Context: an optimization exercise on an open-source flow, tuned for small area, a short achievable clock period and few clock cycles per item. The choices shown serve that exercise and are no tape-out recipe. At most, simulation tests tie the RTL to the original design; equivalence was not proved. Only the layout flow was run in run 6; the RTL was not checked for function there. Power figures rest on the tool's default switching activity, not on a simulated workload.

==> flow/run.sh <==
#!/bin/bash
# Standard layout, with the port buffers made from the smallest plain buffer
# (the resizer still upsizes any that need it).
set -euo pipefail
export BUFFER_PORTS_ARGS="-buffer_cell sky130_fd_sc_hd__buf_1"
bash standard.sh > standard.log 2>&1
==> standard.sh <==
#!/bin/bash
# synth_recipe.tcl (not shown) runs the flow's synth.tcl, then flattens the netlist and writes it again
# the make line also repeats each setting of config.mk as NAME=value (left out here)
make -C /OpenROAD-flow-scripts/flow DESIGN_CONFIG=/design/flow/config.mk WORK_HOME=/design/flow/orfs CLKGATE_MAP_FILE= SYNTH_SCRIPT=/design/flow/synth_recipe.tcl "${@:-finish}"
==> config.mk <==
export PLATFORM = sky130hd
export DESIGN_NAME = ex_stage
export DESIGN_NICKNAME = ex_stage
export VERILOG_FILES = /design/flow/design.v
export SDC_FILE = /design/flow/constraint.sdc
export NUM_CORES = 4
export LEC_CHECK = 0
export ABC_AREA = 1
export CAP_MARGIN = 20
export CORE_MARGIN = 2
export CORE_UTILIZATION = 40
export SETUP_SLACK_MARGIN = 2.8
export SLEW_MARGIN = 20
==> constraint.sdc <==
create_clock -name core_clock -period 5.5 [get_ports {clk_i}]
set_input_delay 1.1000 -clock core_clock [delete_from_list [all_inputs] [get_ports {clk_i}]]
set_output_delay 1.1000 -clock core_clock [all_outputs]
set_load 0.01 [all_outputs]
==> design.v <==
package ex_pkg;
    localparam int unsigned XLEN          = 32;
    localparam int unsigned TRANS_ID_BITS = 3;
    typedef enum logic [3:0] {
        ADD = 4'd0,
        SUB = 4'd1,
        AND = 4'd2,
        OR  = 4'd3,
        XOR = 4'd4,
        SLL = 4'd5,
        SRL = 4'd6,
        SLT = 4'd7,
        MUL = 4'd8
    } fu_op_e;
    typedef struct packed {
        fu_op_e                   operator;
        logic [TRANS_ID_BITS-1:0] trans_id;
        logic [XLEN-1:0]          operand_a;
        logic [XLEN-1:0]          operand_b;
    } fu_data_t;
    typedef struct packed {
        logic [TRANS_ID_BITS-1:0] trans_id;
        logic [XLEN-1:0]          result;
    } wb_data_t;
endpackage
`timescale 1ns/1ps
module mul_step (
    input  logic [31:0] a_i,
    input  logic [2:0]  d0_i,
    input  logic [2:0]  d1_i,
    input  logic [31:0] s_i,
    input  logic [31:0] c_i,
    output logic [31:0] s_o,
    output logic [31:0] c_o
);
    logic [31:0] pp0, pp1, s1, c1;
    assign pp0 = (({32{d0_i[0]}} & a_i) | ({32{d0_i[1]}} & (a_i << 1))) ^ {32{d0_i[2]}};
    assign pp1 = (({32{d1_i[0]}} & (a_i << 2)) | ({32{d1_i[1]}} & (a_i << 3))) ^ {32{d1_i[2]}};
    csa32 csa_a (.x_i(s_i), .y_i({c_i[31:1], d0_i[2]}), .z_i(pp0), .s_o(s1), .c_o(c1));
    csa32 csa_b (.x_i(s1),  .y_i({c1[31:1], d1_i[2]}),  .z_i(pp1), .s_o(s_o), .c_o(c_o));
endmodule
module csa32 (
    input  logic [31:0] x_i,
    input  logic [31:0] y_i,
    input  logic [31:0] z_i,
    output logic [31:0] s_o,
    output logic [31:0] c_o
);
    logic [31:0] maj;
    assign s_o = x_i ^ y_i ^ z_i;
    assign maj = (x_i & y_i) | (x_i & z_i) | (y_i & z_i);
    assign c_o = {maj[30:0], 1'b0};
endmodule
module cond_add8 (
    input  logic [7:0] p_i,
    input  logic [7:0] g_i,
    output logic [7:0] s0_o,
    output logic [7:0] s1_o,
    output logic       g_o,
    output logic       p_o
);
    logic [7:0] g [4];
    logic [7:0] p [4];
    always_comb begin
        g[0] = g_i;
        p[0] = p_i;
        for (int l = 0; l < 3; l++) begin
            for (int i = 0; i < 8; i++) begin
                if ((i >> l) & 1) begin
                    g[l+1][i] = g[l][i] | (p[l][i] & g[l][((i >> l) << l) - 1]);
                    p[l+1][i] = p[l][i] & p[l][((i >> l) << l) - 1];
                end else begin
                    g[l+1][i] = g[l][i];
                    p[l+1][i] = p[l][i];
                end
            end
        end
        s0_o[0] = p_i[0];
        s1_o[0] = ~p_i[0];
        for (int i = 1; i < 8; i++) begin
            s0_o[i] = p_i[i] ^ g[3][i-1];
            s1_o[i] = p_i[i] ^ (g[3][i-1] | p[3][i-1]);
        end
        g_o = g[3][7];
        p_o = p[3][7];
    end
endmodule
`timescale 1ns/1ps
module ex_stage (
    input  logic        clk_i,
    input  logic        rst_ni,
    input  logic        issue_req_i,
    input  logic [70:0] issue_data_i,
    output logic        issue_ack_o,
    output logic        wb_req_o,
    output logic [34:0] wb_data_o,
    input  logic        wb_ack_i
);
    logic [3:0]  in_op;
    logic [2:0]  in_id;
    logic [31:0] in_a, in_b;
    assign {in_op, in_id, in_a, in_b} = issue_data_i;
    logic        q_v, q_ph, q_cy;
    logic [2:0]  q_id;
    logic [31:0] q_a, q_b;
    logic        q_add, q_sub, q_slt, q_and, q_or, q_xor, q_sll, q_srl, q_mul;
    logic        q_mv, q_ar;
    logic        s_v;
    logic [34:0] s_data;
    logic        m_busy, m_done, m_av, m_rdy, m_p, m_cz;
    logic [2:0]  m_id;
    logic [31:0] m_a, m_b, m_s, m_c;
    logic [31:0] m_s_nxt, m_c_nxt;
    logic [2:0]  m_d0, m_d1;
    logic q_free, capture, load_slot, mul_start, mul_reload, step1;
    assign mul_start  = q_mv && m_av;
    assign mul_reload = m_rdy && (!q_v || q_mv);
    assign load_slot  = (!s_v || (wb_req_o && wb_ack_i)) && q_ar;
    assign step1      = q_v && !q_ph;
    assign q_free     = !q_v || load_slot || mul_start;
    assign capture    = issue_req_i && !issue_ack_o && q_free && !mul_reload;
    logic [7:0]  s_blk0;
    logic        c_blk0;
    logic [31:0] s0_all, s1_all;
    logic [3:0]  g_all, p_all;
    logic [31:0] sh1;
    for (genvar k = 0; k < 4; k++) begin : g_blk
        cond_add8 blk (.p_i(q_a[8*k +: 8]), .g_i(q_b[8*k +: 8]),
                       .s0_o(s0_all[8*k +: 8]), .s1_o(s1_all[8*k +: 8]),
                       .g_o(g_all[k]), .p_o(p_all[k]));
    end
    assign s_blk0 = q_sub ? s1_all[7:0] : s0_all[7:0];
    assign c_blk0 = g_all[0] | (p_all[0] & q_sub);
    assign sh1    = q_a >> {q_b[4:2], 2'b00};
    logic        c1, c2, c3, lt;
    logic [31:0] sum, sh2, sh2_rev, res;
    assign c1  = q_cy;
    assign c2  = q_b[1] | (q_b[0] & q_cy);
    assign c3  = q_b[3] | (q_b[2] & q_b[1]) | (q_b[2] & q_b[0] & q_cy);
    assign sum = {c3 ? q_b[31:24] : q_a[31:24],
                  c2 ? q_b[23:16] : q_a[23:16],
                  c1 ? q_b[15:8]  : q_a[15:8],
                  q_a[7:0]};
    assign lt  = q_b[6] ? q_b[7] : sum[31];
    always_comb begin
        sh2 = q_a >> q_b[1:0];
        for (int i = 0; i < 32; i++) sh2_rev[i] = sh2[31 - i];
        res = ({32{q_add}} & sum)
            | ({32{q_and}} & q_b)
            | ({32{q_or}}  & (q_a | q_b))
            | ({32{q_xor}} & q_a)
            | ({32{q_srl}} & sh2)
            | ({32{q_sll}} & sh2_rev)
            | {31'd0, q_slt & lt};
    end
    logic        in_sub, in_sll, in_mul, in_one;
    logic [31:0] in_a_rev, in_bx;
    logic        in_pg;
    assign in_sub = (in_op == 4'd1) || (in_op == 4'd7);
    assign in_sll = (in_op == 4'd5);
    assign in_mul = (in_op == 4'd8);
    assign in_one = (in_op == 4'd2) || (in_op == 4'd3) || (in_op == 4'd4) || (in_op > 4'd8);
    assign in_pg  = (in_op <= 4'd4) || (in_op == 4'd7);
    assign in_bx  = in_sub ? ~in_b : in_b;
    always_comb for (int i = 0; i < 32; i++) in_a_rev[i] = in_a[31 - i];
    logic m_busy_n, m_done_n;
    assign m_busy_n = mul_start || (m_busy && !mul_reload);
    assign m_done_n = !mul_start && ((m_b[31:4] == '0 && !m_b[3]) || m_a[27:0] == '0);
    always_ff @(posedge clk_i or negedge rst_ni) begin
        if (!rst_ni) begin
            issue_ack_o <= 1'b0;
            q_v         <= 1'b0;
            q_ph        <= 1'b0;
            q_mv        <= 1'b0;
            q_ar        <= 1'b0;
            s_v         <= 1'b0;
            wb_req_o    <= 1'b0;
            m_busy      <= 1'b0;
            m_av        <= 1'b1;
            m_rdy       <= 1'b0;
        end else begin
            issue_ack_o <= issue_ack_o ? issue_req_i : capture;
            q_v         <= capture || mul_reload || (q_v && !q_free);
            q_ph        <= q_v && !q_free && !mul_reload;
            q_mv        <= mul_reload ? 1'b0 : (q_free ? (capture && in_mul) : q_mv);
            q_ar        <= mul_reload ? m_cz : (q_free ? (capture && in_one) : (q_v && !q_mul));
            s_v         <= load_slot || (s_v && !(wb_req_o && wb_ack_i));
            wb_req_o    <= wb_req_o ? !wb_ack_i : (!wb_ack_i && (s_v || load_slot));
            m_busy      <= m_busy_n;
            m_av        <= !m_busy_n || m_done_n;
            m_rdy       <= m_busy_n && m_done_n;
        end
    end
    always_ff @(posedge clk_i) begin
        if (mul_reload) begin
            q_id  <= m_id;
            q_a   <= m_s ^ m_c;
            q_b   <= m_s & m_c;
            {q_add, q_sub, q_slt, q_and, q_or, q_xor, q_sll, q_srl, q_mul} <=
                m_cz ? 9'b000010000 : 9'b100000000;
        end else if (q_free) begin
            q_id  <= in_id;
            q_a   <= in_pg ? (in_a ^ in_bx) : in_sll ? in_a_rev : in_a;
            q_b   <= in_pg ? (in_a & in_bx) : in_b;
            q_add <= (in_op == 4'd0) || (in_op == 4'd1);
            q_sub <= in_sub;
            q_slt <= (in_op == 4'd7);
            q_and <= (in_op == 4'd2);
            q_or  <= (in_op == 4'd3);
            q_xor <= (in_op == 4'd4);
            q_sll <= in_sll;
            q_srl <= (in_op == 4'd6);
            q_mul <= in_mul;
        end else if (step1) begin
            if (q_add || q_slt) begin
                q_a  <= {s0_all[31:8], s_blk0};
                q_b  <= {s1_all[31:8], q_b[31], !q_a[31], 2'b00,
                         g_all[2], p_all[2], g_all[1], p_all[1]};
                q_cy <= c_blk0;
            end
            if (q_sll || q_srl) q_a <= sh1;
        end
    end
    always_ff @(posedge clk_i) begin
        if (load_slot) s_data <= {q_id, res};
    end
    assign wb_data_o = s_data;
    mul_step step_i (
        .a_i  ( m_a      ),
        .d0_i ( m_d0     ),
        .d1_i ( m_d1     ),
        .s_i  ( m_s      ),
        .c_i  ( m_c      ),
        .s_o  ( m_s_nxt  ),
        .c_o  ( m_c_nxt  )
    );
    function automatic logic [2:0] booth_ctl(input logic [2:0] d);
        booth_ctl = {d[2],
                     (d[2] & ~d[1] & ~d[0]) | (~d[2] & d[1] & d[0]),
                     d[1] ^ d[0]};
    endfunction
    always_ff @(posedge clk_i) begin
        if (mul_start) m_id <= q_id;
        m_a    <= mul_start ? q_a : (m_a << 4);
        m_b    <= mul_start ? q_b : (m_b >> 4);
        m_p    <= mul_start ? 1'b0 : m_b[3];
        m_d0   <= m_done_n ? 3'b000 : mul_start ? booth_ctl({q_b[1:0], 1'b0}) : booth_ctl(m_b[5:3]);
        m_d1   <= m_done_n ? 3'b000 : mul_start ? booth_ctl(q_b[3:1])         : booth_ctl(m_b[7:5]);
        m_s    <= mul_start ? '0 : m_s_nxt;
        m_c    <= mul_start ? '0 : m_c_nxt;
        m_done <= m_done_n;
        m_cz   <= !mul_start && m_done && (m_c == '0);
    end
endmodule
==> results.yml, run 1 <==
placement:
  hpwlAfterDp_um: 53630
  portBuffers: 111
  place.gp.congestion: 1.033
clock_network:
  path_clk_slew_ps: 60
  clock_sink_count: 257
  clock_insertion_delay_worst_skew_ps: 560
  cts-htree-levels: 2
  tritoncts.num_buffers: 34
  clock_path_buffers: 3
  cts_hold_repair.buffers: 0
  cts.root.buffer_cell: "clkbuf_16"
  tritoncts: "done"
floorplanning:
  die_area_sq_mm: 0.04551
  die_x_um: 213.3
  initial_core_util_pct: 40.60
  io-pin-count: 112
  core_area_sq_mm: 0.04317
  placement_rows: 76
  die_height_um: 213.3
sta:
  max_freq_mhz: 374.9
  finalHoldWorstSlack_ps: 442.2
  max_slew_margin_pct: 35.81
  tns_ps: 0
  final-hold-violation-count: 0
  rsz0062_at_grt: "no"
  fin_skew_ps: 31.94
  period_needed_ps: 2667
  post-route-period-util_pct: 48.50
  report.final.setup_viol: 0
  maxSlewViolCount: 0
  worst_slew_pin_slew_ps: 952.8
hold_path:
  holdPathStages: 2
  min-delay-path-class: "reg -> reg"
global_route:
  grt_pass1_wl_um: 105600
  grt.overflow.total: 0
  initial_antenna_violation_count: 0
  grt_start_max_net_pins: 75
  grt_usage_pct: 31.96
  grt_pass1_vias: 16020
synth:
  ys_warnings: 4
  post-synth-top-area-cell: "edfxtp_1"
  mappedNetlistArea_sq_mm: 0.01753
  yosysSeqAreaShare_pct: 36.21
  synth_area_leaders: "edfxtp_1 (20%), dfxtp_1 (15%), nand2_1 (11%), fa_1 (6.9%), o21ai_0 (5.9%)"
  avgSynthCellArea_sq_um: 7.705
  mappedNetlistNets: 2484
  instance_count_of_the_mapped_netlist: 2275
  synth.ff_latch_count: 257
  post-synth-top-area-fraction_pct: 19.70
  synth_cell_types: 50
critical_path:
  reg2reg_setup_slack_ps: 2870
  timing.critical_path.to_type: "flip-flop"
  timing.rr.end: "m_cz$_DFF_P_"
  arrival_ps: 2920
  critical_path.startpoint: "issue_data_i[70]"
  crit_fanout: 12
  timing.critical_path.from_type: "input pin"
  r2r_start: "q_mv$_DFFE_PN0N_"
  worstRegToRegCells: 7
  crit_type: "in -> reg"
  worst-endpoint-required_ps: 5760
  setup.worst_path.end: "q_a[3]$_DFFE_PP_"
detailed_routing:
  routed_wirelength_um: 72330
  detail_route.drc_violations: 0
  wire_per_inst_um: 24.39
  vias_per_cell: 5.761
  dr.first_iter.drc_count: 2150
  final_antenna_net_count: 0
  drt_pre_antenna_iters: 6
  via_count: 17090
finish:
  fillCellCount: 4432
  final_net_count: 2565
  utilization_of_the_core_after_routing_pct: 46.06
  final_layout_size_suffix_gt1_share_pct: 6.723
  synthToLayoutAreaGrowth_pct: 13.45
  mostFrequentLayoutCell: "nand2_1"
  mostFrequentLayoutCells: "nand2_1 (523), nor2_1 (225), inv_1 (216), o21ai_0 (205), dfxtp_1 (129)"
power_and_ir_drop:
  power.ir.vdd_worst_mv: 0.3437
  design_power_total_w: 0.01480
  p_leak_nw: 8.840
  p_per_area_mw_per_mm2: 744.2
run:
  max_cap_viol_count: 0
run_status:
  status: "timing/DRC/antenna clean"
-- cell type report --
class                      instances  area, sq um  share of cell area (%)
tap                              585        732.0                   3.681
sequential                       257         6354                   31.95
multi-input combinational       1662         9822                   49.39
clock inverter                    12        224.0                   1.126
inverter                         231        912.1                   4.587
antenna                            1        2.502                 0.01258
timing repair buffer             166        877.1                   4.411
timing repair inverter             4        27.53                  0.1384
clock buffer                      48        934.6                   4.700
-- cell families after synthesis --
family / count (synthesis) / synth area share, %
AND/OR/NAND/NOR: 937 / 21.96
multiplexers: 10 / 0.5711
XOR/XNOR: 113 / 5.646
buffers and inverters: 357 / 8.288
flip-flops: 257 / 36.21
AO/OA/AOI/OAI: 467 / 15.19
adder cells (fa/ha/maj): 134 / 12.14
-- cells in the mapped netlist (all sizes together) --
library cell	number
ha	74
dfstp	1
nor2	235
o211ai	41
o31ai	2
nand4	26
buf	71
and2	3
a31oi	2
a21oi	67
dfxtp	132
clkbuf	55
nand2	534
edfxtp	115
dfrtp	9
a22oi	23
xor2	110
nand3	103
o21ai	238
or4	1
mux2i	10
a221oi	1
o21bai	1
a21boi	2
nor4	8
nand3b	2
a32oi	1
inv	231
o22ai	80
nor3	13
or2	12
o21a	5
xnor2	3
o221ai	2
o2111ai	2
fa	60
-- sequential cells by signal, indices dropped and copies added, names as in the netlist, 29 cells and up --
name	flops
m_b	29
s_data	35
m_a	32
m_c	31
q_a	32
q_b	32
m_s	32
-- what timing repair did --
action | in CTS | in global routing
setup endpoints to repair | 212 | 143
pin swaps | 5 | 3
setup buffers | 17 | 16
gates cloned | 4 | 1
resized for setup | 29 | 16
-- worst max-delay path, cell delays in order --
cell and delay [ps]:
buf_1 220, inv_1 90, nand2_2 110, inv_4 90, nand2_4 160, nand2_8 110
buf_4 150, xor2_1 130, ha_1 280, o211ai_1 320, nand4_1 150
-- worst min-delay path by stage --
stage | endpoint | from | slack, ps
final | m_b[17]$_DFF_P_ | m_b[21]$_DFF_P_ | 440
after global placement | s_data[32]$_DFFE_PP_ | q_id[0]$_DFFE_PN_ | 440
after floorplan | m_b[14]$_DFF_P_ | m_b[18]$_DFF_P_ | 420
after CTS | m_b[17]$_DFF_P_ | m_b[21]$_DFF_P_ | 440
after detailed placement | m_b[17]$_DFF_P_ | m_b[21]$_DFF_P_ | 440
after global routing | m_b[22]$_DFF_P_ | m_b[26]$_DFF_P_ | 470
-- through the flow --
step | instances | cell area (sq um) | setup WS, ps
after floorplan | 2275 | 17550 | 2810
after global placement | 2867 | 18280 | 1634
after detailed placement | 2867 | 18280 | 1571
after CTS | 2948 | 19700 | 2793
after global routing | 2965 | 19880 | 2787
final | 2966 | 19890 | 2833
-- layer usage --
metal	track usage [%]	routed length, um	up-vias
li1	-	-	7736
met1	45.25	30180	8192
met2	45.86	30130	978
met3	6.942	8207	180
met4	16.14	3804	0
met5	0	0	-
-- power by group --
part / switching, W / internal, W / leakage [nW]
clock network: 0.000887 / 0.00147 / 0.555
registers: 0.00116 / 0.00320 / 2.33
logic: 0.00549 / 0.00260 / 5.95
total: 0.00753 / 0.00726 / 8.84
Testbench counts, summed over its fixed seeds: cycles 6,879, ops 2,400.
==> run 2, diff against run 1 <==
--- a/config.mk
+++ b/config.mk
@@ -5,9 +5,8 @@
 export SDC_FILE = /design/flow/constraint.sdc
 export NUM_CORES = 4
 export LEC_CHECK = 0
-export ABC_AREA = 1
 export CAP_MARGIN = 20
 export CORE_MARGIN = 2
 export CORE_UTILIZATION = 40
-export SETUP_SLACK_MARGIN = 2.8
+export SETUP_SLACK_MARGIN = 3.0
 export SLEW_MARGIN = 20
==> run 2 against run 1 <==
  * Total power shrank 4.1%
  * Maximum frequency increased by 4.9%
  * Critical endpoint is now q_a[1]$_DFFE_PP_
  * Sequential share of layout area increased by 0.30 points
  * Count of clock-buffer cells in the layout fell by 4
  * Setup slack better by 120 ps
  * Die area is 1.5% lower
  * Combinational power down 6.8%
==> results.yml, run 2 <==
clock_network:
  clock_insertion_delay_worst_skew_ps: 600
  tritoncts: "done"
  cts-htree-levels: 1
  clock_sink_count: 257
  clock_path_buffers: 3
  cts.root.buffer_cell: "clkbuf_16"
  tritoncts.num_buffers: 30
  cts_hold_repair.buffers: 0
  path_clk_slew_ps: 60
critical_path:
  critPathSlowestCell: "mux2i_1"
  worst-endpoint-required_ps: 5850
  timing.critical_path.buf_inv: 1
  crit_chain: "buf_4 > mux2i_1 > a21oi_1 > nor2_1 > o31ai_1 > a221o_1"
  reg2reg_setup_slack_ps: 2960
  timing.rr.end: "q_a[1]$_DFFE_PP_"
  path_depth: 6
  r2r_start: "q_b[2]$_DFFE_PP_"
  arrival_ps: 2890
  timing.critical_path.from_type: "flip-flop"
  crit_type: "reg -> reg"
  timing.critical_path.to_type: "flip-flop"
  crit_fanout: 15
  worstRegToRegCells: 6
  category_of_cells_accounting_for_the_largest_share_of_critical_path_delay: "compound AO/OA/AOI/OAI gates"
  delay_of_the_slowest_cell_on_the_worst_path_ps: 600
  setup.worst_path.end: "q_a[1]$_DFFE_PP_"
  critical_path.startpoint: "q_b[2]$_DFFE_PP_"
finish:
  mostFrequentLayoutCells: "nand2_1 (358), dfxtp_1 (129), edfxtp_1 (115), buf_1 (107), xnor2_1 (106)"
  final_layout_size_suffix_gt1_share_pct: 11.12
  mostFrequentLayoutCell: "nand2_1"
  n_antenna_cell: 0
  synthToLayoutAreaGrowth_pct: 14.13
  final_net_count: 2093
  largest_register_ff_count: 35
  registers.top_by_ff_count: "s_data"
power_and_ir_drop:
  power.ir.vdd_worst_mv: 0.3191
  p_per_area_mw_per_mm2: 720.4
  p_leak_nw: 7.641
synth:
  synth_common_cells: "nand2_1 (360), dfxtp_1 (132), edfxtp_1 (115), xnor2_1 (114), clkbuf_1 (101)"
  synth-async-reset-ratio_pct: 3.891
  synth_flop_cell: "dfxtp_1"
  instance_count_of_the_mapped_netlist: 1826
  ys_warnings: 4
  avgSynthCellArea_sq_um: 9.456
  synth_cell_types: 74
  post-synth-top-area-cell: "edfxtp_1"
  synth_enable_flop_cells: 115
  mappedNetlistNets: 2035
  post-synth-top-area-fraction_pct: 20.00
  yosysSeqAreaShare_pct: 36.76
  synthMostInstantiatedCell: "nand2_1"
  synth_area_leaders: "edfxtp_1 (20%), dfxtp_1 (15%), nand2_1 (7.8%), fa_1 (7.0%), xnor2_1 (5.8%)"
  mappedNetlistArea_sq_mm: 0.01727
  synth.ff_latch_count: 257
placement:
  place.gp.congestion: 0.9731
  hpwlAfterDp_um: 45020
  portBuffers: 111
sta:
  report.final.setup_viol: 0
  maxSlewViolCount: 0
  max_freq_mhz: 393.1
  rsz0062_at_grt: "yes"
  fin_skew_ps: 27.39
  period_needed_ps: 2544
  final-hold-violation-count: 0
  finalHoldWorstSlack_ps: 448.5
  tns_ps: 0
  max_slew_margin_pct: 24.81
  post-route-period-util_pct: 46.25
  worst_slew_pin_slew_ps: 1128
floorplanning:
  die_area_sq_mm: 0.04484
  io-pin-count: 112
  die_height_um: 211.8
  core_area_sq_mm: 0.04289
  initial_core_util_pct: 40.26
  placement_rows: 76
  die_x_um: 211.8
detailed_routing:
  detail_route.drc_violations: 0
  drt_pre_antenna_iters: 13
  final_antenna_net_count: 0
  via_count: 15130
  wire_per_inst_um: 25.68
  routed_wirelength_um: 64010
  vias_per_cell: 6.071
  dr.first_iter.drc_count: 2196
global_route:
  initial_antenna_violation_count: 0
  grt.overflow.total: 0
  grt_pass1_vias: 14290
  grt_usage_pct: 28.37
  grt_start_max_net_pins: 114
  grt_pass1_wl_um: 93900
run:
  max_cap_viol_count: 0
hold_path:
  holdPathStages: 2
  min-delay-path-class: "reg -> reg"
run_status:
  status: "timing/DRC/antenna clean"
-- run 2: cell types whose count changed in the layout (fill, tap and decap cells not counted), moves of 81 or more --
cell,previous run,this run
inv_1,216,17
nor2_1,225,78
nand3_1,103,22
xnor2_1,3,106
xor2_1,110,14
o21ai_0,205,37
nand2_1,523,358
-- run 2: final cells by class --
| class | count | area, sq um |
|---|---|---|
| Multi-Input combinational cell | 1398 | 10460 |
| Fill cell | 4136 | 23180 |
| Inverter | 21 | 78.83 |
| Timing Repair Buffer | 176 | 1096 |
| Clock inverter | 11 | 122.6 |
| Sequential cell | 257 | 6355 |
| Clock buffer | 44 | 864.6 |
| Tap cell | 585 | 732.0 |
-- run 2: timing repair --
| action | in CTS | in global routing |
|---|---|---|
| gates resized for setup | 28 | 22 |
| pin swaps | 5 | 8 |
| setup buffers | 13 | 22 |
| endpoints found under the setup margin | 137 | 105 |
| gates cloned | 4 | 0 |
-- run 2: per-stage QoR --
step	setup WS, ps	instance area (sq um)	power, W	utilization, %	cells
floorplan	2588	17490	0.008892	-	1826
global placement	1745	18160	0.01148	42.35	2397
detailed placement	1627	18190	0.01154	42.41	2398
CTS	2827	19470	0.01386	45.39	2470
global route	2967	19710	0.01495	45.95	2492
finish	2956	19710	0.01420	45.95	2492
-- run 2: worst min-delay path by stage --
stage	from	to	slack (ps)
global route	q_id[0]$_DFFE_PN_	s_data[32]$_DFFE_PP_	460
CTS	m_b[14]$_DFF_P_	m_b[10]$_DFF_P_	450
floorplan	q_id[0]$_DFFE_PN_	m_id[0]$_DFFE_PP_	420
global placement	q_id[0]$_DFFE_PN_	s_data[32]$_DFFE_PP_	430
finish	m_b[30]$_SDFF_PN0_	m_b[26]$_DFF_P_	450
detailed placement	m_b[24]$_DFF_P_	m_b[20]$_DFF_P_	440
-- run 2: cells by family (layout without fill, tap and decap cells) --
logic type / count (synthesis) / in the layout / synth area share (%)
AND/OR/NAND/NOR: 640 / 641 / 16.64
AO/OA/AOI/OAI: 399 / 399 / 15.66
flip-flops: 257 / 257 / 36.76
buffers and inverters: 172 / 252 / 4.232
adder cells (fa/ha/maj): 134 / 134 / 12.32
XOR/XNOR: 129 / 129 / 6.587
multiplexers: 95 / 95 / 7.804
-- run 2: worst min-delay path, delay by kind of cell (launching register included) --
kind / cells / cell delay (ps)
simple gates: 2 / 90
flops: 1 / 310
-- run 2: report_power, final --
part           leakage [nW]  internal (W)  switching (W)
registers              2.31       0.00320        0.00142
logic                  4.85       0.00308        0.00445
clock network         0.478       0.00118       0.000859
total                  7.64       0.00746        0.00673
-- run 2: layer usage --
layer	vias up	GRT usage [%]	share of wire, %
met3	161	5.785	12
met1	7271	39.63	40
met2	1021	41.78	42
li1	6675	-	-
met4	0	13.99	5.4
met5	-	0	0
==> run 3, diff against run 2 <==
--- a/config.mk
+++ b/config.mk
@@ -5,6 +5,7 @@
 export SDC_FILE = /design/flow/constraint.sdc
 export NUM_CORES = 4
 export LEC_CHECK = 0
+export ABC_AREA = 1
 export CAP_MARGIN = 20
 export CORE_MARGIN = 2
 export CORE_UTILIZATION = 40
==> run 3 against run 2 <==
  * Global-route usage grew 4.2 points
  * Non-clock buffer count shrank 22
  * Count of clock-buffer cells in the layout shrank 8
  * Synthesized cell count grew 25%
  * Routed wire length grew 16%
  * Die area grew 1.5%
  * Clock skew grew 5.6 ps
  * Maximum frequency grew 3.9%
  * Clock power grew 7%
  * Worst hold slack gained 7.3 ps
  * Synthesized area grew 1.5%
  * Sequential share of layout area shrank 0.12 points
==> results.yml, run 3 <==
run_status:
  status: "timing/DRC/antenna clean"
critical_path:
  timing.critical_path.buf_inv: 1
  crit_type: "reg -> reg"
  worst-endpoint-required_ps: 5950
  crit_fanout: 6
  category_of_cells_accounting_for_the_largest_share_of_critical_path_delay: "compound AO/OA/AOI/OAI gates"
  timing.critical_path.to_type: "flip-flop"
  critPathMostFrequentCell: "o21ai_0"
  timing.critical_path.from_type: "flip-flop"
  crit_chain: "inv_1 > o21ai_0 > nand2_1 > o21ai_0 > a22oi_1 > o21ai_0"
  arrival_ps: 2900
  delay_of_the_slowest_cell_on_the_worst_path_ps: 610
  critPathSlowestCell: "edfxtp_1"
synth:
  synthMostInstantiatedCell: "nand2_1"
  avgSynthCellArea_sq_um: 7.705
  synth_enable_flop_cells: 115
  yosysSeqAreaShare_pct: 36.21
  synth-async-reset-ratio_pct: 3.891
  ys_warnings: 4
  mappedNetlistArea_sq_mm: 0.01753
  synth_common_cells: "nand2_1 (528), nor2_1 (228), inv_1 (223), o21ai_0 (207), dfxtp_1 (132)"
  synth_area_leaders: "edfxtp_1 (20%), dfxtp_1 (15%), nand2_1 (11%), fa_1 (6.9%), o21ai_0 (5.9%)"
  synth.ff_latch_count: 257
  post-synth-top-area-cell: "edfxtp_1"
  synth_cell_types: 50
  synth_flop_cell: "dfxtp_1"
  instance_count_of_the_mapped_netlist: 2275
  mappedNetlistNets: 2484
  post-synth-top-area-fraction_pct: 19.70
power_and_ir_drop:
  power.ir.vdd_worst_mv: 0.2878
  p_per_area_mw_per_mm2: 750.0
  p_leak_nw: 8.780
sta:
  tns_ps: 0
  fin_skew_ps: 33.00
  finalHoldWorstSlack_ps: 455.8
  max_freq_mhz: 408.5
  report.final.setup_viol: 0
  worst_slew_pin_slew_ps: 1079
  final-hold-violation-count: 0
  rsz0062_at_grt: "no"
  maxSlewViolCount: 0
  max_slew_margin_pct: 27.97
  post-route-period-util_pct: 44.51
  period_needed_ps: 2448
  post-route-worst-setup-slack_ps: 3052
floorplanning:
  io-pin-count: 112
  die_x_um: 213.3
  placement_rows: 76
  die_height_um: 213.3
  die_area_sq_mm: 0.04551
  initial_core_util_pct: 40.60
  core_area_sq_mm: 0.04317
placement:
  portBuffers: 111
  post_dp_cell_area_sq_mm: 0.01827
  hpwlAfterDp_um: 55830
  place.gp.congestion: 0.9902
  worst_setup_slack_after_placement_ps: 2018
clock_network:
  path_clk_slew_ps: 60
  tritoncts: "done"
  clock_path_buffers: 3
  cts-htree-levels: 1
  tritoncts.num_buffers: 31
  clock_sink_count: 257
  cts_hold_repair.buffers: 0
  clock_insertion_delay_worst_skew_ps: 610
  cts.root.buffer_cell: "clkbuf_16"
global_route:
  grt_start_max_net_pins: 101
  grt_pass1_wl_um: 107400
  grt.overflow.total: 0
  grt_usage_pct: 32.56
  grt_pass1_vias: 15750
  initial_antenna_violation_count: 0
finish:
  mostFrequentLayoutCell: "nand2_1"
  registers.top_by_ff_count: "s_data"
  area.sequential_sq_mm: 0.006355
  synthToLayoutAreaGrowth_pct: 12.83
  mostFrequentLayoutCells: "nand2_1 (523), nor2_1 (224), inv_1 (215), o21ai_0 (199), dfxtp_1 (128)"
  multiInputGateArea_sq_mm: 0.009878
  utilization_of_the_core_after_routing_pct: 45.81
  fillCellCount: 4474
  largest_register_ff_count: 35
  final_area_sq_mm: 0.01978
  final_net_count: 2551
  final_layout_size_suffix_gt1_share_pct: 6.844
  n_antenna_cell: 0
detailed_routing:
  drt_pre_antenna_iters: 6
  final_antenna_net_count: 0
  vias_per_cell: 5.767
  wire_per_inst_um: 25.14
  dr.first_iter.drc_count: 2316
  routed_wirelength_um: 74200
  via_count: 17030
  detail_route.drc_violations: 0
run:
  max_cap_viol_count: 0
hold_path:
  min-delay-path-class: "reg -> reg"
run 3: cell types whose count changed after synthesis, moves of 47 or more:
cell      delta
a22oi_1     -50
and2_1      -63
clkbuf_1    -48
inv_1      +206
mux2i_1     -47
nand2_1    +168
nand3_1     +80
nor2_1     +144
o21ai_0    +170
o22ai_1     +73
xnor2_1    -111
xor2_1      +96
run 3: tightest hold or removal path: stages, from the launching register on:
cell and delay [ps]:
dfxtp_1 310, nand2_1 60, nand2_1 40
run 3: final timing paths:
check	start	to	slack [ps]	depth (start not counted)
max	q_a[27]$_DFFE_PP_	q_a[27]$_DFFE_PP_	3050	6
min	m_b[20]$_DFF_P_	m_b[16]$_DFF_P_	460	2
max reg2reg	q_a[27]$_DFFE_PP_	q_a[27]$_DFFE_PP_	3050	6
min reg2reg	m_b[20]$_DFF_P_	m_b[16]$_DFF_P_	460	2
max in group asynchronous	rst_ni	s_v$_DFF_PN0_	4620	1
min in group asynchronous	rst_ni	issue_ack_o$_DFF_PN0_	470	1
run 3: cells by family after synthesis:
group                    count (synthesis)  share of synthesized area [%]
adder cells (fa/ha/maj)                134                          12.14
multiplexers                            10                         0.5711
XOR/XNOR                               113                          5.646
buffers and inverters                  357                          8.288
AND/OR/NAND/NOR                        937                          21.96
AO/OA/AOI/OAI                          467                          15.19
flip-flops                             257                          36.21
run 3: where the power goes:
part	internal [W]	switching [W]	leakage, nW	total, W
sequential	0.00320	0.00115	2.33	0.00436
clock	0.00128	0.000905	0.526	0.00218
combinational	0.00260	0.00570	5.92	0.00829
total	0.00708	0.00776	8.78	0.0148
run 3: layout make-up:
type,count,share of cell area (%)
well taps,585,3.701
repair inverters,3,0.1012
clock inverters,22,1.310
multi-input cells,1664,49.95
repair buffers,154,4.049
flip-flops and latches,257,32.13
inverters,231,4.587
clock buffers,36,4.175
run 3: layer usage:
metal / share of wire [%] / vias up / wire [um] / GRT usage [%]
li1: - / 7706 / - / -
met1: 43 / 8148 / 31880 / 47.83
met2: 42 / 1019 / 30790 / 47.16
met3: 10 / 152 / 7744 / 5.331
met4: 5.1 / 0 / 3777 / 13.91
met5: 0 / - / 0 / 0
run 3: metrics by stage:
stage	instances	total power, W
CTS	2942	0.01449
finish	2952	0.01483
floorplan	2275	0.008890
detailed placement	2861	0.01207
global route	2952	0.01571
global placement	2861	0.01204
run 3: timing repair:
action,in CTS,in global routing
setup endpoints to repair,196,89
endpoints found under the hold margin,0,0
gates resized for setup,28,16
setup buffers,17,10
cloned,6,0
pin swaps,5,2
==> run 4, diff against run 3 <==
--- a/config.mk
+++ b/config.mk
@@ -8,6 +8,7 @@
 export ABC_AREA = 1
 export CAP_MARGIN = 20
 export CORE_MARGIN = 2
-export CORE_UTILIZATION = 40
+export CORE_UTILIZATION = 55
+export PLACE_DENSITY = 0.7
 export SETUP_SLACK_MARGIN = 3.0
 export SLEW_MARGIN = 20
==> run 4 against run 3 <==
  * Design area shrank 1.2%
  * Synthesized cell count is the same
  * Combinational power decreased by 1%
  * Sequential share of layout area is 0.41 points higher
  * Register-to-register slack about the same
  * Sequential power increased by 0.9%
  * First-iteration DRC count rose by 5.6%
  * Synthesized area is the same
  * Setup slack lost 62 ps
  * Cell count decreased by 6.3%
  * Count of clock-buffer cells in the layout up 1
==> results.yml, run 4 <==
run_status:
  status: "timing/DRC/antenna clean"
placement:
  hpwlAfterDp_um: 53280
  portBuffers: 111
  place.gp.congestion: 1.044
  placed_cells_incl_taps: 2679
synth:
  synth_enable_flop_cells: 115
  synth.ff_latch_count: 257
  synth_common_cells: "nand2_1 (528), nor2_1 (228), inv_1 (223), o21ai_0 (207), dfxtp_1 (132)"
  post-synth-top-area-cell: "edfxtp_1"
  synthMostInstantiatedCell: "nand2_1"
  synth-async-reset-ratio_pct: 3.891
  ys_warnings: 4
  synth_cell_types: 50
  synth_area_leaders: "edfxtp_1 (20%), dfxtp_1 (15%), nand2_1 (11%), fa_1 (6.9%), o21ai_0 (5.9%)"
  avgSynthCellArea_sq_um: 7.705
  mappedNetlistArea_sq_mm: 0.01753
  post-synth-top-area-fraction_pct: 19.70
  instance_count_of_the_mapped_netlist: 2275
  mappedNetlistNets: 2484
  yosysSeqAreaShare_pct: 36.21
  synth_flop_cell: "dfxtp_1"
floorplanning:
  die_height_um: 182.5
  die_area_sq_mm: 0.03331
  initial_core_util_pct: 55.69
  placement_rows: 65
  die_x_um: 182.5
  io-pin-count: 112
  core_area_sq_mm: 0.03147
critical_path:
  timing.critical_path.from_type: "input pin"
  r2r_start: "q_a[9]$_DFFE_PP_"
  crit_type: "in -> reg"
  crit_fanout: 16
  arrival_ps: 2790
  reg2reg_setup_slack_ps: 3040
  timing.rr.end: "q_a[13]$_DFFE_PP_"
  worstRegToRegCells: 11
  delay_of_the_slowest_cell_on_the_worst_path_ps: 460
  crit_chain: "buf_2 > inv_4 > nand2_4 > inv_4 > nand2_4 > nand2_8 > xor2_1 > ha_1 > o211ai_1 > nand3_1"
  worst-endpoint-required_ps: 5780
  setup.worst_path.end: "q_b[13]$_DFFE_PP_"
  timing.critical_path.to_type: "flip-flop"
  critical_path.startpoint: "issue_data_i[70]"
  critPathSlowestCell: "o211ai_1"
sta:
  report.final.setup_viol: 0
  rsz0062_at_grt: "yes"
  post-route-period-util_pct: 45.63
  max_slew_margin_pct: 23.17
  worst_slew_pin_slew_ps: 1152
  period_needed_ps: 2509
  fin_skew_ps: 25.59
  final-hold-violation-count: 0
  maxSlewViolCount: 0
  max_freq_mhz: 398.5
  tns_ps: 0
  finalHoldWorstSlack_ps: 457.1
clock_network:
  path_clk_slew_ps: 60
  cts-htree-levels: 1
  tritoncts: "done"
  clock_sink_count: 257
  tritoncts.num_buffers: 29
  clock_insertion_delay_worst_skew_ps: 590
  cts.root.buffer_cell: "clkbuf_16"
  clock_path_buffers: 3
finish:
  registers.top_by_ff_count: "s_data"
  final_net_count: 2551
  final-instance-count-excl-fill: 2767
  mostFrequentLayoutCells: "nand2_1 (523), nor2_1 (224), inv_1 (212), o21ai_0 (197), dfxtp_1 (128)"
  largest_register_ff_count: 35
  mostFrequentLayoutCell: "nand2_1"
  synthToLayoutAreaGrowth_pct: 11.49
  n_antenna_cell: 0
  fillCellCount: 2894
  final_layout_size_suffix_gt1_share_pct: 6.850
global_route:
  grt_pass1_wl_um: 102700
  grt_start_max_net_pins: 85
  grt_usage_pct: 42.13
  grt_pass1_vias: 15970
  initial_antenna_violation_count: 0
  grt.overflow.total: 0
detailed_routing:
  detail_route.drc_violations: 0
  routed_wirelength_um: 70780
  final_antenna_net_count: 0
  drt_pre_antenna_iters: 6
  dr.first_iter.drc_count: 2445
  vias_per_cell: 6.237
  via_count: 17260
  wire_per_inst_um: 25.58
hold_path:
  min-delay-path-class: "reg -> reg"
run:
  max_cap_viol_count: 0
power_and_ir_drop:
  power.ir.vdd_worst_mv: 0.4521
  design_power_total_w: 0.01468
  p_per_area_mw_per_mm2: 751.1
  p_leak_nw: 8.778
==> run 4: where the power goes <==
group | total, W | switching (W) | internal (W)
registers | 0.00440 | 0.00119 | 0.00320
clock network | 0.00211 | 0.000842 | 0.00127
logic | 0.00817 | 0.00558 | 0.00259
total | 0.0147 | 0.00762 | 0.00706
==> run 4: per-stage QoR <==
step	cell area [sq um]	setup WS [ps]	utilization (%)
3_5_place_dp	18050	1984	57.34
3_3_place_gp	18050	2067	57.34
2_1_floorplan	17600	2937	-
5_1_grt	19540	2948	62.09
4_1_cts	19390	3021	61.60
6_report	19540	2991	62.09
==> run 4: timing repair <==
action	in CTS	in global routing
hold buffers	0	0
setup buffers	21	9
hold endpoints to repair	0	0
pin swaps	4	3
setup endpoints to repair	171	77
cloned	4	0
gates resized for setup	27	20
==> run 4: metal layers <==
layer	part of all wire [%]	vias to the layer above	global-route usage, %	wire length (um)
met5	0	-	0	0
met2	41	1182	60.75	29130
met4	5.8	0	20.06	4084
li1	-	7695	-	-
met3	13	195	11.79	9437
met1	40	8185	58.36	28130
==> run 4: how the worst min path moves through the flow <==
stage	start	depth (start not counted)	to	slack (ps)
after global routing	q_mul$_SDFFCE_PP0N_	1	q_ar$_DFF_PN0_	470
after detailed placement	m_a[1]$_SDFF_PN0_	2	m_a[5]$_DFF_P_	440
final	m_a[1]$_SDFF_PN0_	2	m_a[5]$_DFF_P_	460
after global placement	m_b[18]$_DFF_P_	2	m_b[14]$_DFF_P_	430
after floorplan	m_b[18]$_DFF_P_	2	m_b[14]$_DFF_P_	420
after CTS	m_b[13]$_DFF_P_	2	m_b[9]$_DFF_P_	460
==> run 4: cell families (layout without fill, tap and decap cells) <==
| kind of cell | count (synthesis) | in the layout | synth area share [%] |
|---|---|---|---|
| AOI/OAI and AO/OA | 467 | 467 | 15.19 |
| xor gates and xnor gates | 113 | 113 | 5.646 |
| adders and majority gates | 134 | 134 | 12.14 |
| buffers and inverters | 357 | 446 | 8.288 |
| DFF | 257 | 257 | 36.21 |
| muxes | 10 | 10 | 0.5711 |
| and+or+nand+nor | 937 | 938 | 21.96 |
==> run 4: area by class of cell <==
cell class / instances / area, sq um / share of cell area (%)
Timing Repair inverter: 3 / 20.02 / 0.1024
Inverter: 231 / 904.6 / 4.629
Clock inverter: 17 / 197.7 / 1.012
Sequential cell: 257 / 6360 / 32.55
Timing Repair Buffer: 158 / 845.8 / 4.328
Multi-Input combinational cell: 1662 / 9871 / 50.51
Clock buffer: 37 / 839.6 / 4.296
Tap cell: 402 / 503.0 / 2.574
==> run 4: critical path: cells and delay by family <==
family	cells	cell delay [ps]
xor gates and xnor gates	1	180
AOI/OAI and AO/OA	1	460
buffers and inverters	3	280
and+or+nand+nor	4	550
adders and majority gates	1	190
==> run 5, diff against run 4 <==
--- a/config.mk
+++ b/config.mk
@@ -8,7 +8,6 @@
 export ABC_AREA = 1
 export CAP_MARGIN = 20
 export CORE_MARGIN = 2
-export CORE_UTILIZATION = 55
-export PLACE_DENSITY = 0.7
-export SETUP_SLACK_MARGIN = 3.0
+export CORE_UTILIZATION = 40
+export SETUP_SLACK_MARGIN = 2.9
 export SLEW_MARGIN = 20
==> run 5 against run 4 <==
  * Flip-flop and latch count stayed put
  * Sequential share of layout area is 0.32 points lower
  * First-iteration DRC count is 7.0% lower
  * Die area is 37% higher
  * Still clean on timing, DRC and antenna
  * Utilization fell by 16 points
  * Maximum frequency shrank 4.0%
  * Setup slack lost 100 ps
  * Largest power group unchanged
  * Combinational power about the same
  * Sequential power is essentially flat
==> results.yml, run 5 <==
global_route:
  grt_start_max_net_pins: 101
  grt_usage_pct: 31.94
  grt_pass1_vias: 15690
  grt.overflow.total: 0
  grt_pass1_wl_um: 105700
  initial_antenna_violation_count: 0
sta:
  final-hold-violation-count: 0
  period_needed_ps: 2613
  fin_skew_ps: 15.91
  maxSlewViolCount: 0
  rsz0062_at_grt: "yes"
  max_freq_mhz: 382.8
  post-route-period-util_pct: 47.50
  max_slew_margin_pct: 26.95
  tns_ps: 0
  report.final.setup_viol: 0
  worst_slew_pin_slew_ps: 1096
finish:
  registers.top_by_ff_count: "s_data"
  fillCellCount: 4460
  mostFrequentLayoutCells: "nand2_1 (523), nor2_1 (225), inv_1 (218), o21ai_0 (202), dfxtp_1 (128)"
  mostFrequentLayoutCell: "nand2_1"
  synthToLayoutAreaGrowth_pct: 12.49
  largest_register_ff_count: 35
  final-instance-count-excl-fill: 2953
  n_antenna_cell: 0
  final_area_sq_mm: 0.01972
  final_layout_size_suffix_gt1_share_pct: 6.503
  final_net_count: 2553
synth:
  mappedNetlistArea_sq_mm: 0.01753
  instance_count_of_the_mapped_netlist: 2275
  synth_area_leaders: "edfxtp_1 (20%), dfxtp_1 (15%), nand2_1 (11%), fa_1 (6.9%), o21ai_0 (5.9%)"
  post-synth-top-area-cell: "edfxtp_1"
  mappedNetlistNets: 2484
  synth_cell_types: 50
  synth_enable_flop_cells: 115
  avgSynthCellArea_sq_um: 7.705
  synth_common_cells: "nand2_1 (528), nor2_1 (228), inv_1 (223), o21ai_0 (207), dfxtp_1 (132)"
  synth-async-reset-ratio_pct: 3.891
  synth.ff_latch_count: 257
  synth_flop_cell: "dfxtp_1"
  yosysSeqAreaShare_pct: 36.21
  post-synth-top-area-fraction_pct: 19.70
  synthMostInstantiatedCell: "nand2_1"
  ys_warnings: 4
floorplanning:
  core_area_sq_mm: 0.04317
  initial_core_util_pct: 40.60
  die_area_sq_mm: 0.04551
  io-pin-count: 112
  die_x_um: 213.3
  die_height_um: 213.3
  placement_rows: 76
clock_network:
  tritoncts: "done"
  clock_insertion_delay_worst_skew_ps: 590
  path_clk_slew_ps: 70
  cts-htree-levels: 1
  clock_path_buffers: 3
  tritoncts.num_buffers: 30
  cts.root.buffer_cell: "clkbuf_16"
  clock_sink_count: 257
detailed_routing:
  dr.first_iter.drc_count: 2273
  routed_wirelength_um: 73220
  via_count: 17010
  final_antenna_net_count: 0
  drt_pre_antenna_iters: 6
  vias_per_cell: 5.762
  detail_route.drc_violations: 0
  wire_per_inst_um: 24.80
critical_path:
  timing.critical_path.buf_inv: 3
  crit_type: "reg -> reg"
  arrival_ps: 2940
  worst-endpoint-required_ps: 5830
  delay_of_the_slowest_cell_on_the_worst_path_ps: 540
  timing.critical_path.from_type: "flip-flop"
  path_depth: 10
  critPathSlowestCell: "dfstp_2"
  crit_fanout: 26
  category_of_cells_accounting_for_the_largest_share_of_critical_path_delay: "simple AND/OR/NAND/NOR gates"
  worstRegToRegCells: 10
  crit_chain: "nand2_2 > inv_2 > nor2_2 > nand2_4 > inv_2 > nand2_2 > buf_6 > nor2_2 > a22oi_2 > nand3_1"
  timing.critical_path.to_type: "flip-flop"
power_and_ir_drop:
  p_per_area_mw_per_mm2: 745.7
  p_leak_nw: 8.772
  power.ir.vdd_worst_mv: 0.4240
placement:
  post_dp_cell_area_sq_mm: 0.01825
  placed_cells_incl_taps: 2861
  portBuffers: 111
  hpwlAfterDp_um: 54750
  place.gp.congestion: 1.035
run:
  max_cap_viol_count: 0
hold_path:
  min-delay-path-class: "reg -> reg"
  holdPathStages: 0
run_status:
  status: "timing/DRC/antenna clean"
run 5: cell counts after synthesis:
No cell type changed its count.
run 5: area by class of cell:
type	count	area, sq um	share of cell area (%)
timing repair buffer	158	808.3	4.099
timing repair inverter	3	20.02	0.1015
clock buffer	40	862.1	4.372
tap	585	732.0	3.712
multi-input combinational	1663	9841	49.91
inverter	231	898.4	4.556
clock inverter	16	201.4	1.022
sequential	257	6355	32.23
run 5: cell families (layout without fill, tap and decap cells):
family	count (synthesis)	in the layout	synth area share, %
and+or+nand+nor	937	939	21.96
AOI/OAI and AO/OA	467	467	15.19
buffers and inverters	357	448	8.288
DFF	257	257	36.21
adders and majority gates	134	134	12.14
xor gates and xnor gates	113	113	5.646
muxes	10	10	0.5711
run 5: per-stage QoR:
step | utilization (%) | total power (W) | worst slack [ps] | hold slack (ps)
6_report | 45.67 | 0.01470 | 2887 | 442.2
4_1_cts | 45.17 | 0.01434 | 2823 | 446.8
3_5_place_dp | 42.26 | 0.01198 | 1840 | 437.1
3_3_place_gp | 42.26 | 0.01194 | 1938 | 428.6
2_1_floorplan | - | 0.008882 | 2870 | 417.7
5_1_grt | 45.67 | 0.01558 | 2833 | 468.7
run 5: what timing repair did:
| item | in CTS | in global routing |
|---|---|---|
| buffers inserted | 10 | 21 |
| resized for setup | 22 | 17 |
| pin swaps | 4 | 4 |
| hold buffers | 0 | 0 |
| cloned | 4 | 1 |
| setup endpoints to repair | 190 | 116 |
run 5: per-layer routing:
metal | wire length, um | up-vias | track usage [%]
met3 | 9044 | 144 | 6.766
met2 | 30080 | 1126 | 46.35
li1 | - | 7693 | -
met4 | 3629 | 0 | 14.46
met5 | 0 | - | 0
met1 | 30470 | 8051 | 45.52
run 5: where the power goes:
| part | total [W] | switching, W | internal [W] | leakage [nW] |
|---|---|---|---|---|
| Sequential | 0.00440 | 0.00120 | 0.00320 | 2.33 |
| Clock | 0.00217 | 0.000876 | 0.00129 | 0.516 |
| Combinational | 0.00814 | 0.00560 | 0.00254 | 5.92 |
| Total | 0.0147 | 0.00767 | 0.00703 | 8.77 |
run 5: path summary, 6_finish.rpt:
check                                  startpoint                     to  slack, ps
worst max-delay path               m_av$_DFF_PN1_      q_a[18]$_DFFE_PP_       2890
worst min-delay path            q_id[0]$_DFFE_PN_   s_data[32]$_DFFE_PP_        440
worst max register to register     m_av$_DFF_PN1_      q_a[18]$_DFFE_PP_       2890
worst min register to register  q_id[0]$_DFFE_PN_   s_data[32]$_DFFE_PP_        440
max in group asynchronous                  rst_ni         m_av$_DFF_PN1_       4670
min in group asynchronous                  rst_ni  issue_ack_o$_DFF_PN0_        460
==> run 6, diff against run 5 <==
--- a/design.v
+++ b/design.v
@@ -211,14 +211,16 @@
             q_sll <= in_sll;
             q_srl <= (in_op == 4'd6);
             q_mul <= in_mul;
-        end else if (step1) begin
+        end else begin
             if (q_add || q_slt) begin
                 q_a  <= {s0_all[31:8], s_blk0};
                 q_b  <= {s1_all[31:8], q_b[31], !q_a[31], 2'b00,
                          g_all[2], p_all[2], g_all[1], p_all[1]};
                 q_cy <= c_blk0;
+            end else begin
+                q_a <= sh1;
+                q_b <= q_b >> 1;
             end
-            if (q_sll || q_srl) q_a <= sh1;
         end
     end
     always_ff @(posedge clk_i) begin
--- a/config.mk
+++ b/config.mk
@@ -9,5 +9,5 @@
 export CAP_MARGIN = 20
 export CORE_MARGIN = 2
 export CORE_UTILIZATION = 40
-export SETUP_SLACK_MARGIN = 2.9
+export SETUP_SLACK_MARGIN = 3.0
 export SLEW_MARGIN = 20
==> run 6 against run 5 <==
  * Synthesized area up 0.34%
  * Global-route usage up 0.35 points
  * Sequential power down 6.8%
  * Non-clock buffer count down 9
  * Via count up 2.5%
  * Register-to-register slack better by 110 ps
  * Highest routed layer is now met5
  * Count of clock-buffer cells in the layout down 5
  * Combinational power down 3.4%
==> results.yml, run 6 <==
synth:
  synth_cell_types: 53
  yosysSeqAreaShare_pct: 32.93
  post-synth-top-area-cell: "dfxtp_1"
  ys_warnings: 4
  mappedNetlistArea_sq_mm: 0.01759
  synth_flop_cell: "dfxtp_1"
  synth_area_leaders: "dfxtp_1 (21%), nand2_1 (13%), edfxtp_1 (11%), fa_1 (6.8%), o21ai_0 (6.3%)"
  avgSynthCellArea_sq_um: 7.268
  synth.ff_latch_count: 256
  synth_enable_flop_cells: 62
  post-synth-top-area-fraction_pct: 21.06
  synth-async-reset-ratio_pct: 3.516
  synthMostInstantiatedCell: "nand2_1"
  synth_common_cells: "nand2_1 (604), inv_1 (271), o21ai_0 (220), nor2_1 (217), dfxtp_1 (185)"
  mappedNetlistNets: 2629
  instance_count_of_the_mapped_netlist: 2420
critical_path:
  reg2reg_setup_slack_ps: 3000
  timing.rr.end: "q_a[11]$_DFF_P_"
  crit_chain: "buf_6 > inv_16 > nor2_4 > nand2_4 > o21ai_4 > buf_12 > xor2_2 > ha_1 > o211ai_1 > nand4_1"
  worstRegToRegCells: 7
  critPathSlowestCell: "o211ai_1"
  path_depth: 10
  timing.critical_path.from_type: "input pin"
  crit_fanout: 5
  r2r_start: "q_b[4]$_DFF_P_"
  category_of_cells_accounting_for_the_largest_share_of_critical_path_delay: "compound AO/OA/AOI/OAI gates"
  worst-endpoint-required_ps: 5820
  arrival_ps: 2860
  delay_of_the_slowest_cell_on_the_worst_path_ps: 490
  critical_path.startpoint: "issue_data_i[69]"
  setup.worst_path.end: "q_a[2]$_DFFE_PP_"
  timing.critical_path.buf_inv: 3
  crit_type: "in -> reg"
  timing.critical_path.to_type: "flip-flop"
clock_network:
  cts_hold_repair.buffers: 0
  clock_sink_count: 256
  tritoncts: "done"
  clock_path_buffers: 3
  cts-htree-levels: 1
  clock_insertion_delay_worst_skew_ps: 610
  cts.root.buffer_cell: "clkbuf_16"
  tritoncts.num_buffers: 31
  path_clk_slew_ps: 70
finish:
  mostFrequentLayoutCell: "nand2_1"
  final-instance-count-excl-fill: 3092
  utilization_of_the_core_after_routing_pct: 45.96
  mostFrequentLayoutCells: "nand2_1 (599), inv_1 (266), nor2_1 (217), o21ai_0 (217), dfxtp_1 (180)"
  final_net_count: 2691
  largest_register_ff_count: 35
  final_layout_size_suffix_gt1_share_pct: 6.821
  n_antenna_cell: 0
  registers.top_by_ff_count: "s_data"
  synthToLayoutAreaGrowth_pct: 13.05
sta:
  final-hold-violation-count: 0
  post-route-worst-setup-slack_ps: 2963
  report.final.setup_viol: 0
  post-route-period-util_pct: 46.13
  tns_ps: 0
  period_needed_ps: 2537
  max_freq_mhz: 394.1
  fin_skew_ps: 22.52
  maxSlewViolCount: 0
  rsz0062_at_grt: "yes"
  worst_slew_pin_slew_ps: 1073
  finalHoldWorstSlack_ps: 433.9
  max_slew_margin_pct: 28.47
hold_path:
  min-delay-path-class: "in -> async"
global_route:
  grt_pass1_wl_um: 107600
  initial_antenna_violation_count: 1
  grt_usage_pct: 32.29
  grt_start_max_net_pins: 80
  grt_pass1_vias: 16330
  grt.overflow.total: 0
run_status:
  status: "timing/DRC/antenna clean"
power_and_ir_drop:
  power.ir.vdd_worst_mv: 0.3195
  p_per_area_mw_per_mm2: 722.8
  p_leak_nw: 9.232
placement:
  portBuffers: 111
  hpwlAfterDp_um: 55670
  placed_cells_incl_taps: 3007
  worst_setup_slack_after_placement_ps: 1818
  place.gp.congestion: 1.012
floorplanning:
  core_area_sq_mm: 0.04327
  die_height_um: 213.7
  placement_rows: 76
  die_x_um: 213.7
  io-pin-count: 112
  die_area_sq_mm: 0.04566
  initial_core_util_pct: 40.65
detailed_routing:
  dr.first_iter.drc_count: 2114
  via_count: 17440
  detail_route.drc_violations: 0
  drt_pre_antenna_iters: 6
  final_antenna_net_count: 0
  routed_wirelength_um: 73870
  wire_per_inst_um: 23.89
  vias_per_cell: 5.641
run:
  max_cap_viol_count: 0
run 6: power breakdown:
part           total [W]  internal [W]  leakage, nW  switching, W
Sequential       0.00410       0.00291         2.23       0.00119
Clock            0.00241       0.00148        0.577      0.000923
Combinational    0.00786       0.00246         6.42       0.00540
run 6: final cells by class:
type                            count  area [sq um]
Fill cell                        4473         23380
Timing Repair inverter              2         15.01
Sequential cell                   256          5802
Inverter                          290          1135
Multi-Input combinational cell   1752         10240
Timing Repair Buffer              149         774.5
Clock buffer                       35         800.8
Clock inverter                     23         386.6
Tap cell                          585         732.0
run 6: worst min path at each step:
stage	endpoint	slack, ps	cells past startpoint
after floorplan	m_id[0]$_DFFE_PP_	420	0
after global placement	m_id[2]$_DFFE_PP_	430	0
after detailed placement	m_b[8]$_DFF_P_	440	2
after CTS	m_busy$_DFF_PN0_	440	1
after global routing	s_data[34]$_DFFE_PP_	460	0
final	m_busy$_DFF_PN0_	430	1
run 6: what timing repair did:
item | in CTS | in global routing
gates cloned | 5 | 3
setup buffers | 13 | 6
gates resized for setup | 18 | 19
hold endpoints to repair | 0 | 0
setup endpoints to repair | 131 | 89
pin swaps | 5 | 9
run 6: cell families after synthesis:
group                      synth area share, %
xor gates and xnor gates                 5.279
and+or+nand+nor                          24.03
buffers and inverters                    9.696
DFF                                      32.93
AOI/OAI and AO/OA                        15.46
adders and majority gates                12.09
muxes                                   0.5122
run 6: metrics by stage:
stage               total power [W]  area (sq um)
floorplan                  0.008610         17650
global placement            0.01154         18320
detailed placement          0.01156         18320
CTS                         0.01415         19740
global route                0.01533         19880
finish                      0.01437         19880
run 6: per-layer routing:
layer / routed length [um] / global-route usage [%] / vias up
met5: 13 / 0 / -
met4: 3502 / 13.65 / 2
met3: 7701 / 6.136 / 137
met2: 30840 / 47.95 / 961
met1: 31810 / 45.83 / 8288
li1: - / - / 8053
==> run 7, diff against run 6 <==
--- a/design.v
+++ b/design.v
@@ -131,9 +131,9 @@
     end
     assign s_blk0 = q_sub ? s1_all[7:0] : s0_all[7:0];
     assign c_blk0 = g_all[0] | (p_all[0] & q_sub);
-    assign sh1    = q_a >> {q_b[4:2], 2'b00};
+    assign sh1    = q_a >> q_b[4:0];
     logic        c1, c2, c3, lt;
-    logic [31:0] sum, sh2, sh2_rev, res;
+    logic [31:0] sum, q_a_rev, res;
     assign c1  = q_cy;
     assign c2  = q_b[1] | (q_b[0] & q_cy);
     assign c3  = q_b[3] | (q_b[2] & q_b[1]) | (q_b[2] & q_b[0] & q_cy);
@@ -143,14 +143,13 @@
                   q_a[7:0]};
     assign lt  = q_b[6] ? q_b[7] : sum[31];
     always_comb begin
-        sh2 = q_a >> q_b[1:0];
-        for (int i = 0; i < 32; i++) sh2_rev[i] = sh2[31 - i];
+        for (int i = 0; i < 32; i++) q_a_rev[i] = q_a[31 - i];
         res = ({32{q_add}} & sum)
             | ({32{q_and}} & q_b)
             | ({32{q_or}}  & (q_a | q_b))
             | ({32{q_xor}} & q_a)
-            | ({32{q_srl}} & sh2)
-            | ({32{q_sll}} & sh2_rev)
+            | ({32{q_srl}} & q_a)
+            | ({32{q_sll}} & q_a_rev)
             | {31'd0, q_slt & lt};
     end
     logic        in_sub, in_sll, in_mul, in_one;
@@ -211,16 +210,14 @@
             q_sll <= in_sll;
             q_srl <= (in_op == 4'd6);
             q_mul <= in_mul;
-        end else begin
+        end else if (step1) begin
             if (q_add || q_slt) begin
                 q_a  <= {s0_all[31:8], s_blk0};
                 q_b  <= {s1_all[31:8], q_b[31], !q_a[31], 2'b00,
                          g_all[2], p_all[2], g_all[1], p_all[1]};
                 q_cy <= c_blk0;
-            end else begin
-                q_a <= sh1;
-                q_b <= q_b >> 1;
             end
+            if (q_sll || q_srl) q_a <= sh1;
         end
     end
     always_ff @(posedge clk_i) begin
==> run 7 against run 6 <==
  * First-iteration DRC count grew 10%
  * Sequential power grew 5.4%
  * Sequential share of layout area grew 3.0 points
  * Global-route usage grew 0.86 points
  * Routed wire length grew 1.6%
  * Setup slack gained 72 ps
  * Total power grew 4.2%
  * Critical path type unchanged
  * Largest cell class unchanged
==> results.yml, run 7 <==
run_status:
  status: "timing/DRC/antenna clean"
clock_network:
  clock_sink_count: 257
  tritoncts.num_buffers: 30
  clock_insertion_delay_worst_skew_ps: 620
  clock_path_buffers: 3
  path_clk_slew_ps: 60
  tritoncts: "done"
  cts.root.buffer_cell: "clkbuf_16"
  cts-htree-levels: 1
detailed_routing:
  vias_per_cell: 5.907
  detail_route.drc_violations: 0
  via_count: 17180
  wire_per_inst_um: 25.81
  routed_wirelength_um: 75070
  final_antenna_net_count: 0
  drt_pre_antenna_iters: 6
  dr.first_iter.drc_count: 2327
critical_path:
  worst-endpoint-required_ps: 5860
  crit_type: "in -> reg"
  arrival_ps: 2820
  worstRegToRegCells: 8
  timing.critical_path.from_type: "input pin"
  timing.critical_path.to_type: "flip-flop"
  crit_fanout: 56
synth:
  avgSynthCellArea_sq_um: 7.800
  synth_cell_types: 52
  mappedNetlistArea_sq_mm: 0.01743
  yosysSeqAreaShare_pct: 36.41
  post-synth-top-area-fraction_pct: 19.81
  instance_count_of_the_mapped_netlist: 2235
  synth_flop_cell: "dfxtp_1"
  synth_common_cells: "nand2_1 (486), nand3_1 (226), inv_1 (215), nor2_1 (214), o21ai_0 (156)"
  ys_warnings: 4
  synth-async-reset-ratio_pct: 3.891
  synth_area_leaders: "edfxtp_1 (20%), dfxtp_1 (15%), nand2_1 (10%), fa_1 (6.9%), nand3_1 (6.5%)"
  synth.ff_latch_count: 257
  post-synth-top-area-cell: "edfxtp_1"
  synthMostInstantiatedCell: "nand2_1"
  mappedNetlistNets: 2444
  synth_enable_flop_cells: 115
hold_path:
  holdPathStages: 2
  min-delay-path-class: "reg -> reg"
run:
  max_cap_viol_count: 0
sta:
  fin_skew_ps: 42.18
  final-hold-violation-count: 0
  post-route-period-util_pct: 44.82
  maxSlewViolCount: 0
  rsz0062_at_grt: "yes"
  period_needed_ps: 2465
  worst_slew_pin_slew_ps: 861.9
  tns_ps: 0
  max_slew_margin_pct: 42.01
  max_freq_mhz: 405.6
  report.final.setup_viol: 0
floorplanning:
  die_x_um: 212.8
  core_area_sq_mm: 0.04308
  initial_core_util_pct: 40.47
  die_height_um: 212.8
  placement_rows: 76
  die_area_sq_mm: 0.04527
  io-pin-count: 112
finish:
  final-instance-count-excl-fill: 2908
  largest_register_ff_count: 35
  final_net_count: 2508
  mostFrequentLayoutCells: "nand2_1 (475), nand3_1 (225), inv_1 (209), nor2_1 (207), o21ai_0 (147)"
  final_layout_size_suffix_gt1_share_pct: 7.361
  registers.top_by_ff_count: "s_data"
  mostFrequentLayoutCell: "nand2_1"
  synthToLayoutAreaGrowth_pct: 13.44
  n_antenna_cell: 0
placement:
  hpwlAfterDp_um: 54790
  place.gp.congestion: 0.9973
  placed_cells_incl_taps: 2823
  portBuffers: 111
global_route:
  grt_pass1_vias: 15960
  grt.overflow.total: 0
  grt_pass1_wl_um: 108300
  initial_antenna_violation_count: 2
  grt_usage_pct: 33.15
  grt_start_max_net_pins: 78
power_and_ir_drop:
  p_leak_nw: 8.846
  power.ir.vdd_worst_mv: 0.3351
  p_per_area_mw_per_mm2: 757.4
==> run 7: cell types whose count changed after synthesis, moves of 53 or more <==
cell,change
inv_1,-56
edfxtp_1,+53
nand3_1,+110
dfxtp_1,-53
o21ai_0,-64
nand2_1,-118
==> run 7: path summary, 6_finish.rpt <==
| check | slack [ps] | endpoint | startpoint |
|---|---|---|---|
| setup / recovery | 3030 | q_a[30]$_DFFE_PP_ | issue_data_i[67] |
| hold / removal | 450 | m_b[10]$_DFF_P_ | m_b[14]$_DFF_P_ |
| setup reg to reg | 3040 | q_a[19]$_DFFE_PP_ | q_b[2]$_DFFE_PP_ |
| hold reg to reg | 450 | m_b[10]$_DFF_P_ | m_b[14]$_DFF_P_ |
| max in group asynchronous | 4420 | q_mv$_DFFE_PN0N_ | rst_ni |
| min in group asynchronous | 550 | q_v$_DFF_PN0_ | rst_ni |
==> run 7: report_power, final <==
part	leakage (nW)	internal, W	switching, W	total, W
combinational	6.01	0.00266	0.00580	0.00846
clock	0.525	0.00131	0.000882	0.00219
sequential	2.31	0.00323	0.00110	0.00432
total	8.85	0.00720	0.00778	0.0150
==> run 7: timing repair <==
item / in CTS / in global routing
pin swaps: 5 / 3
setup buffers: 13 / 9
resized for setup: 27 / 25
setup endpoints to repair: 158 / 90
gates cloned: 5 / 1
hold buffers: 0 / 0
==> run 7: critical path: stages <==
cell	delay (ps)
clkbuf_2	140
inv_4	60
nor2_4	180
buf_12	150
nand2_4	330
nand2_1	160
nand2_1	60
o21ai_0	360
o21ai_1	120
nand2_1	80
nand3_1	70
==> run 7: cells by family (layout without fill, tap and decap cells) <==
| logic type | after synthesis | after routing | share of synthesized area [%] |
|---|---|---|---|
| and+or+nand+nor | 981 | 985 | 23.58 |
| AOI/OAI and AO/OA | 392 | 392 | 13.51 |
| buffers and inverters | 354 | 438 | 8.419 |
| DFF | 257 | 257 | 36.41 |
| adders and majority gates | 134 | 134 | 12.20 |
| xor gates and xnor gates | 117 | 117 | 5.878 |
==> run 7: area by class of cell <==
class | count | area (sq um)
Fill cell | 4389 | 23300
Multi-Input combinational cell | 1628 | 9854
Sequential cell | 257 | 6355
Clock buffer | 48 | 940.9
Inverter | 224 | 893.4
Timing Repair Buffer | 156 | 844.6
Tap cell | 585 | 732.0
Clock inverter | 8 | 141.4
Timing Repair inverter | 2 | 15.01
==> run 7: per-stage QoR <==
stage	setup WS (ps)	hold WS [ps]	cell area (sq um)	util (%)	power, W
floorplan	2839	417.7	17540	-	0.009056
global placement	1913	431.2	18230	42.31	0.01207
detailed placement	1902	432.9	18230	42.31	0.01215
CTS	2973	449.3	19580	45.44	0.01460
global route	2952	470.8	19780	45.91	0.01587
finish	3035	447.5	19780	45.91	0.01498
==> run 7: per-layer routing <==
layer / routed length (um) / part of all wire, % / up-vias / global-route usage (%)
met5: 0 / 0 / - / 0
met4: 3427 / 4.6 / 0 / 12.64
met3: 9313 / 12 / 191 / 7.178
met2: 30960 / 41 / 1126 / 48.77
met1: 31370 / 42 / 8242 / 47.46
li1: - / - / 7619 / -
Testbench counts of run 7, summed over its fixed seeds: cycles 6,879, ops 2,400.

separate check: timing with driven ports:
How much do the figures lean on ideal ports? The routed layouts below were timed once more, with nothing changed but the port constraints.
Step 1, drivers: a clkbuf_16 drives clk_i and a buf_2 each remaining input, both assumed.
Step 2 also shifts input and output timing later by t, the mid clock arrival at the registers, as if the neighbouring blocks saw the same clock.
a / b / c = no drivers / after step 1 / after step 2; a / b = the first two.
| run | t, ns | slack for setup (ns) | hold slack, ns | cell pins on the clock port's net |
|---|---|---|---|---|
| run 1 | 0.597 | 2.833 / 2.862 / 2.265 | 0.442 / 0.442 / 0.442 | 1 |
| run 2 | 0.637 | 2.956 / 2.956 / 2.366 | 0.449 / 0.436 / 0.449 | 1 |
| run 3 | 0.649 | 3.052 / 3.052 / 2.449 | 0.456 / 0.439 / 0.456 | 1 |
| run 4 | 0.633 | 2.991 / 3.021 / 2.387 | 0.457 / 0.435 / 0.457 | 1 |
| run 5 | 0.643 | 2.887 / 2.887 / 2.366 | 0.442 / 0.431 / 0.442 | 1 |
| run 6 | 0.655 | 2.963 / 2.983 / 2.327 | 0.434 / 0.398 / 0.455 | 1 |
| run 7 | 0.651 | 3.035 / 3.042 / 2.413 | 0.447 / 0.447 / 0.447 | 1 |
After both steps setup and hold are still met in every run listed. The setup slack of run 6, which loses most, moves by +0.020 ns with the drivers and by -0.636 ns with both steps.
